What follows belongs to an exercise in optimizing a design on an open flow for small area and a short achievable clock period; a production flow would make more cautious choices. The RTL was checked by simulation tests, not by an equivalence proof against the original design. Power figures rest on the tool's default switching activity, not on a simulated workload.

== umber ==
==> flow/design.v <==
`timescale 1ns/1ps
module readGroup3 (
    input  logic [2:0] select,
    input  logic [2:0] data,
    output logic       anyLow
);
    assign anyLow = !(|(select & data));
endmodule
module registerFile (
    input  logic        CLOCK,
    input  logic        RESET,
    input  logic [31:1] selectA,        
    input  logic [31:1] selectB,
    input  logic        writeEnable,    
    input  logic [4:0]  writeIndex,
    input  logic [31:0] writeData,
    output logic [31:0] readDataA,
    output logic [31:0] readDataB
);
    logic [31:0] registers [1:31];
    logic [31:0] loadData;
    logic [31:1] load;
    assign loadData = RESET ? 32'b0 : writeData;
    always_comb
        for (int i = 1; i < 32; i++)
            load[i] = RESET || (writeEnable && writeIndex == 5'(i));
    always_ff @(posedge CLOCK)
        for (int i = 1; i < 32; i++)
            if (load[i])
                registers[i] <= loadData;
    for (genvar b = 0; b < 32; b++)
    begin : g_bit
        logic [9:0] lowA, lowB;
        for (genvar k = 0; k < 10; k++)
        begin : g_group
            readGroup3 i_a (.select(selectA[3*k+3:3*k+1]),
                            .data({registers[3*k+3][b], registers[3*k+2][b], registers[3*k+1][b]}),
                            .anyLow(lowA[k]));
            readGroup3 i_b (.select(selectB[3*k+3:3*k+1]),
                            .data({registers[3*k+3][b], registers[3*k+2][b], registers[3*k+1][b]}),
                            .anyLow(lowB[k]));
        end
        assign readDataA[b] = !(&lowA) || (selectA[31] && registers[31][b]);
        assign readDataB[b] = !(&lowB) || (selectB[31] && registers[31][b]);
    end
endmodule
`timescale 1ns/1ps
module mipsPipeline #(
    parameter logic [31:0] resetAddress = 32'h0000_0000
) (
    input  logic        CLOCK,
    input  logic        RESET,
    input  logic [31:0] instrData,
    input  logic [31:0] dataReadData,
    output logic [31:0] instrAddress,
    output logic [31:0] dataAddress,
    output logic [31:0] dataWriteData,
    output logic        dataWrite,
    output logic        regWriteEnable,
    output logic [4:0]  regWriteIndex,
    output logic [31:0] regWriteData
);
    logic [31:0] programCounter;
    logic        redirect;
    logic [31:2] targetExecute;      
    always_ff @(posedge CLOCK)
    begin
        if (RESET)
            programCounter <= resetAddress;
        else if (redirect)
            programCounter[31:2] <= targetExecute;
        else
            programCounter[31:2] <= programCounter[31:2] + 30'd1;
    end
    assign instrAddress = programCounter;
    logic [31:0] instrDecode;
    logic        validDecode;
    logic [31:1] selectADecode, selectBDecode;    
    always_ff @(posedge CLOCK)
    begin
        validDecode <= !(RESET || redirect);
        instrDecode <= instrData;
        for (int i = 1; i < 32; i++)
        begin
            selectADecode[i] <= (instrData[25:21] == 5'(i));
            selectBDecode[i] <= (instrData[20:16] == 5'(i));
        end
    end
    logic [5:0] opcode, funct;
    logic [4:0] rs, rt, rd;
    assign opcode = instrDecode[31:26];
    assign rs = instrDecode[25:21];
    assign rt = instrDecode[20:16];
    assign rd = instrDecode[15:11];
    assign funct = instrDecode[5:0];
    logic isRType, isAddImm, isLoad, isStore, isAndi, isOri, isXori;
    logic isBeq, isBne, isJump;
    logic fnAdd, fnSub, fnAnd, fnOr, fnXor, fnNor, fnSlt, fnSll, fnSrl, fnSra;
    assign isRType  = (opcode == 6'b000000);
    assign isJump   = (opcode == 6'b000010);
    assign isBeq    = (opcode == 6'b000100);
    assign isBne    = (opcode == 6'b000101);
    assign isAddImm = (opcode == 6'b001000) || (opcode == 6'b001001);
    assign isAndi   = (opcode == 6'b001100);
    assign isOri    = (opcode == 6'b001101);
    assign isXori   = (opcode == 6'b001110);
    assign isLoad   = (opcode == 6'b100011);
    assign isStore  = (opcode == 6'b101011);
    assign fnAdd = isRType && (funct == 6'b100000 || funct == 6'b100001);
    assign fnSub = isRType && (funct == 6'b100010 || funct == 6'b100011);
    assign fnAnd = isRType && (funct == 6'b100100);
    assign fnOr  = isRType && (funct == 6'b100101);
    assign fnXor = isRType && (funct == 6'b100110);
    assign fnNor = isRType && (funct == 6'b100111);
    assign fnSlt = isRType && (funct == 6'b101010);
    assign fnSll = isRType && (funct == 6'b000000);
    assign fnSrl = isRType && (funct == 6'b000010);
    assign fnSra = isRType && (funct == 6'b000011);
    logic rTypeKnown, immediateOp, regWrite;
    logic [4:0] destination;
    assign rTypeKnown = fnAdd || fnSub || fnAnd || fnOr || fnXor || fnNor ||
                        fnSlt || fnSll || fnSrl || fnSra;
    assign immediateOp = isAddImm || isAndi || isOri || isXori || isLoad;
    assign regWrite = rTypeKnown || immediateOp;
    assign destination = isRType ? rd : rt;
    logic [31:0] readDataA, readDataB;
    logic [31:0] writebackData, memoryResult;
    logic        regWriteMemory;
    logic [4:0]  writeIndexMemory;
    registerFile i_registerFile (
        .CLOCK(CLOCK),
        .RESET(RESET),
        .selectA(selectADecode),
        .selectB(selectBDecode),
        .writeEnable(regWriteMemory),
        .writeIndex(writeIndexMemory),
        .writeData(memoryResult),
        .readDataA(readDataA),
        .readDataB(readDataB)
    );
    logic [31:0] immediate, operandB;
    logic        zeroExtend, useImmediate, invertB;
    assign zeroExtend = isAndi || isOri || isXori;
    assign useImmediate = !isRType;
    assign invertB = fnSub || fnSlt;
    assign immediate = {{16{instrDecode[15] && !zeroExtend}}, instrDecode[15:0]};
    assign operandB = useImmediate ? immediate : (readDataB ^ {32{invertB}});
    logic [31:2] target, branchTarget;
    assign branchTarget = programCounter[31:2] + {{14{instrDecode[15]}}, instrDecode[15:0]};
    assign target = isJump ? {programCounter[31:28], instrDecode[25:0]} : branchTarget;
    logic        regWriteExecute, loadExecute, storeExecute;
    logic        branchExecute, branchOnEqualExecute, jumpExecute;
    logic        addExecute, subExecute, andExecute, orExecute, xorExecute, norExecute;
    logic        sltExecute, shiftExecute, sllExecute, arithExecute;
    logic [4:0]  shamtExecute, writeIndexExecute;
    logic [31:0] srcAExecute, operandBExecute, storeDataExecute;
    logic        takeBranch;
    always_ff @(posedge CLOCK)
    begin
        if (RESET || redirect || !validDecode)
        begin
            regWriteExecute <= 1'b0;
            loadExecute <= 1'b0;
            storeExecute <= 1'b0;
            branchExecute <= 1'b0;
            jumpExecute <= 1'b0;
        end
        else
        begin
            regWriteExecute <= regWrite && (destination != 5'd0);
            loadExecute <= isLoad;
            storeExecute <= isStore;
            branchExecute <= isBeq || isBne;
            jumpExecute <= isJump;
        end
        branchOnEqualExecute <= isBeq;
        addExecute <= isAddImm || isLoad || isStore || fnAdd || fnSub;
        subExecute <= fnSub || fnSlt;
        andExecute <= fnAnd || isAndi;
        orExecute  <= fnOr || isOri;
        xorExecute <= fnXor || isXori;
        norExecute <= fnNor;
        sltExecute <= fnSlt;
        shiftExecute <= fnSll || fnSrl || fnSra;
        sllExecute <= fnSll;
        arithExecute <= fnSra;
        shamtExecute <= instrDecode[10:6];
        writeIndexExecute <= destination;
        srcAExecute <= readDataA;
        operandBExecute <= operandB;
        storeDataExecute <= readDataB;
        if (!takeBranch)
            targetExecute <= target;
    end
    logic [32:0] sumCarry;
    logic [31:0] sum, logicResult, shiftInput, rightShift, shiftResult, otherResult;
    assign sumCarry = {srcAExecute, 1'b1} + {operandBExecute, subExecute};
    assign sum = sumCarry[32:1];
    always_comb
    begin
        logicResult = ({32{andExecute}} & (srcAExecute & operandBExecute)) |
                      ({32{orExecute}}  & (srcAExecute | operandBExecute)) |
                      ({32{xorExecute}} & (srcAExecute ^ operandBExecute)) |
                      ({32{norExecute}} & ~(srcAExecute | operandBExecute));
        for (int i = 0; i < 32; i++)
            shiftInput[i] = sllExecute ? operandBExecute[31 - i] : operandBExecute[i];
        rightShift = 32'($signed({arithExecute && shiftInput[31], shiftInput}) >>> shamtExecute);
        for (int i = 0; i < 32; i++)
            shiftResult[i] = sllExecute ? rightShift[31 - i] : rightShift[i];
        otherResult = logicResult | ({32{shiftExecute}} & shiftResult);
    end
    assign takeBranch = jumpExecute ||
                        (branchExecute && ((srcAExecute == storeDataExecute) == branchOnEqualExecute));
    logic        loadMemory, storeMemory, takeBranchMemory;
    logic        addMemory, sltMemory, signsDifferMemory, signAMemory;
    logic [31:0] sumMemory, otherMemory, storeDataMemory;
    logic        lessThan;
    always_ff @(posedge CLOCK)
    begin
        if (RESET || redirect)
        begin
            regWriteMemory <= 1'b0;
            loadMemory <= 1'b0;
            storeMemory <= 1'b0;
            takeBranchMemory <= 1'b0;
        end
        else
        begin
            regWriteMemory <= regWriteExecute;
            loadMemory <= loadExecute;
            storeMemory <= storeExecute;
            takeBranchMemory <= takeBranch;
        end
        writeIndexMemory <= writeIndexExecute;
        sumMemory <= sum;
        otherMemory <= otherResult;
        addMemory <= addExecute;
        sltMemory <= sltExecute;
        signsDifferMemory <= (srcAExecute[31] == operandBExecute[31]);
        signAMemory <= srcAExecute[31];
        storeDataMemory <= storeDataExecute;
    end
    assign redirect = takeBranchMemory;
    assign dataAddress = sumMemory;
    assign dataWriteData = storeDataMemory;
    assign dataWrite = storeMemory;
    assign lessThan = signsDifferMemory ? signAMemory : sumMemory[31];
    assign memoryResult = loadMemory ? dataReadData :
                          (({32{addMemory}} & sumMemory) | otherMemory |
                           {31'b0, sltMemory && lessThan});
    always_ff @(posedge CLOCK)
    begin
        if (RESET)
            regWriteEnable <= 1'b0;
        else
            regWriteEnable <= regWriteMemory;
        regWriteIndex <= writeIndexMemory;
        writebackData <= memoryResult;
    end
    assign regWriteData = writebackData;
endmodule
clock: 6.0 ns
lec_check: 0
cap_margin: 20
core_margin: 2
core_utilization: 40
place_density: 0.45
setup_slack_margin: 3.3
slew_margin: 20
synth_hierarchical: 1
tns_end_percent: 100
standard.sh (not shown) runs the stock make flow with config.mk's settings and CLKGATE_MAP_FILE= SYNTH_SCRIPT=/design/flow/synth_recipe.tcl, a recipe that flattens the netlist after the stock synthesis.
==> flow/flow/run.sh <==
#!/bin/bash
# The standard ORFS layout with three changes:
#  - ports are buffered with buf_2 instead of the default (a slow delay buffer),
#  - the resizer may swap cells across footprints,
#  - clock tree: clkbuf_16 root, clkbuf_8 elsewhere, smaller sink clusters,
#    no dummy loads.
set -euo pipefail
bash standard.sh finish \
    MATCH_CELL_FOOTPRINT=0 \
    "BUFFER_PORTS_ARGS=-buffer_cell sky130_fd_sc_hd__buf_2" \
    "CTS_ARGS=-sink_clustering_enable -repair_clock_nets -root_buf sky130_fd_sc_hd__clkbuf_16 -buf_list sky130_fd_sc_hd__clkbuf_8 -dont_use_dummy_load -sink_clustering_size 18 -sink_clustering_max_diameter 50" \
    > flow_make.log 2>&1
The following lists how tundra was set up differently from umber:
diff --git a/flow/design.v b/flow/design.v
--- a/flow/design.v
+++ b/flow/design.v
@@ -62,6 +62,8 @@
 );
     logic [31:0] programCounter;
+    logic [31:2] nextSequential;
     logic        redirect;
     logic [31:2] targetExecute;      
+    assign nextSequential = programCounter[31:2] + 30'd1;
     always_ff @(posedge CLOCK)
     begin
@@ -71,5 +73,5 @@
             programCounter[31:2] <= targetExecute;
         else
-            programCounter[31:2] <= programCounter[31:2] + 30'd1;
+            programCounter[31:2] <= nextSequential;
     end
     assign instrAddress = programCounter;
@@ -77,8 +79,10 @@
     logic        validDecode;
     logic [31:1] selectADecode, selectBDecode;    
+    logic [16:0] targetLowDecode;
     always_ff @(posedge CLOCK)
     begin
         validDecode <= !(RESET || redirect);
         instrDecode <= instrData;
+        targetLowDecode <= {1'b0, nextSequential[17:2]} + {1'b0, instrData[15:0]};
         for (int i = 1; i < 32; i++)
         begin
@@ -147,5 +151,21 @@
     assign operandB = useImmediate ? immediate : (readDataB ^ {32{invertB}});
     logic [31:2] target, branchTarget;
-    assign branchTarget = programCounter[31:2] + {{14{instrDecode[15]}}, instrDecode[15:0]};
+    logic [31:18] highPlusOne, highMinusOne;
+    always_comb
+    begin
+        for (int j = 0; j < 14; j++)
+        begin
+            highPlusOne[18 + j] = programCounter[18 + j] ^
+                                  (&(programCounter[31:18] | (14'h3fff << j)));
+            highMinusOne[18 + j] = programCounter[18 + j] ^
+                                   !(|(programCounter[31:18] & ~(14'h3fff << j)));
+        end
+        branchTarget[17:2] = targetLowDecode[15:0];
+        case ({targetLowDecode[16], instrDecode[15]})
+            2'b10:   branchTarget[31:18] = highPlusOne;
+            2'b01:   branchTarget[31:18] = highMinusOne;
+            default: branchTarget[31:18] = programCounter[31:18];
+        endcase
+    end
     assign target = isJump ? {programCounter[31:28], instrDecode[25:0]} : branchTarget;
     logic        regWriteExecute, loadExecute, storeExecute;
==> run summary <==
- Between umber and tundra, the flow reports TritonCTS buffer count increasing by a few percent.
- [diff] worst hold slack, tundra relative to umber: regression
- Highest clock frequency the design can meet: tundra vs umber up about 5%
- Final critical-path share of the clock period: tundra vs umber down 2.2 points
- Total power of the final layout was higher in tundra than in umber.
- The y dimension of the die of tundra exceeds that of umber by about 0.37%.
- The run showing the greater overall fraction of global-route tracks in use is umber.

==> afterwards: timing with drivers on the ports <==
No port has a modelled driver above. Below, the same layouts with a new extraction and two added sets of constraints.
Step 1 sets driving cells, clkbuf_16 on the clock port and buf_2 on the other inputs (assumed; they add their load-dependent delay and slew).
Step 2 moves the port delays by t, midway between the first and last clock arrival at a register: inputs arrive t later, outputs are due t later. That takes back most of the time a late clock gives input paths.
Slacks: ideal / step 1 / step 2; pairs: ideal / step 1.
run | t (ns) | slack for setup (ns) | hold WS [ns] | slew at the worst register clock pin (ns) | worst data-port slew with drivers (ns)
umber | 0.827 | 3.083 / 3.083 / 2.520 | 0.330 / 0.330 / 0.330 | 0.11 / 0.11 | 0.14
tundra | 0.826 | 3.216 / 3.216 / 2.429 | 0.297 / 0.297 / 0.297 | 0.11 / 0.11 | 0.11
After both steps setup and hold are still met in every run listed. For tundra, which loses most, drivers alone change the setup slack by 0.000 ns; drivers and shift together by -0.787 ns.
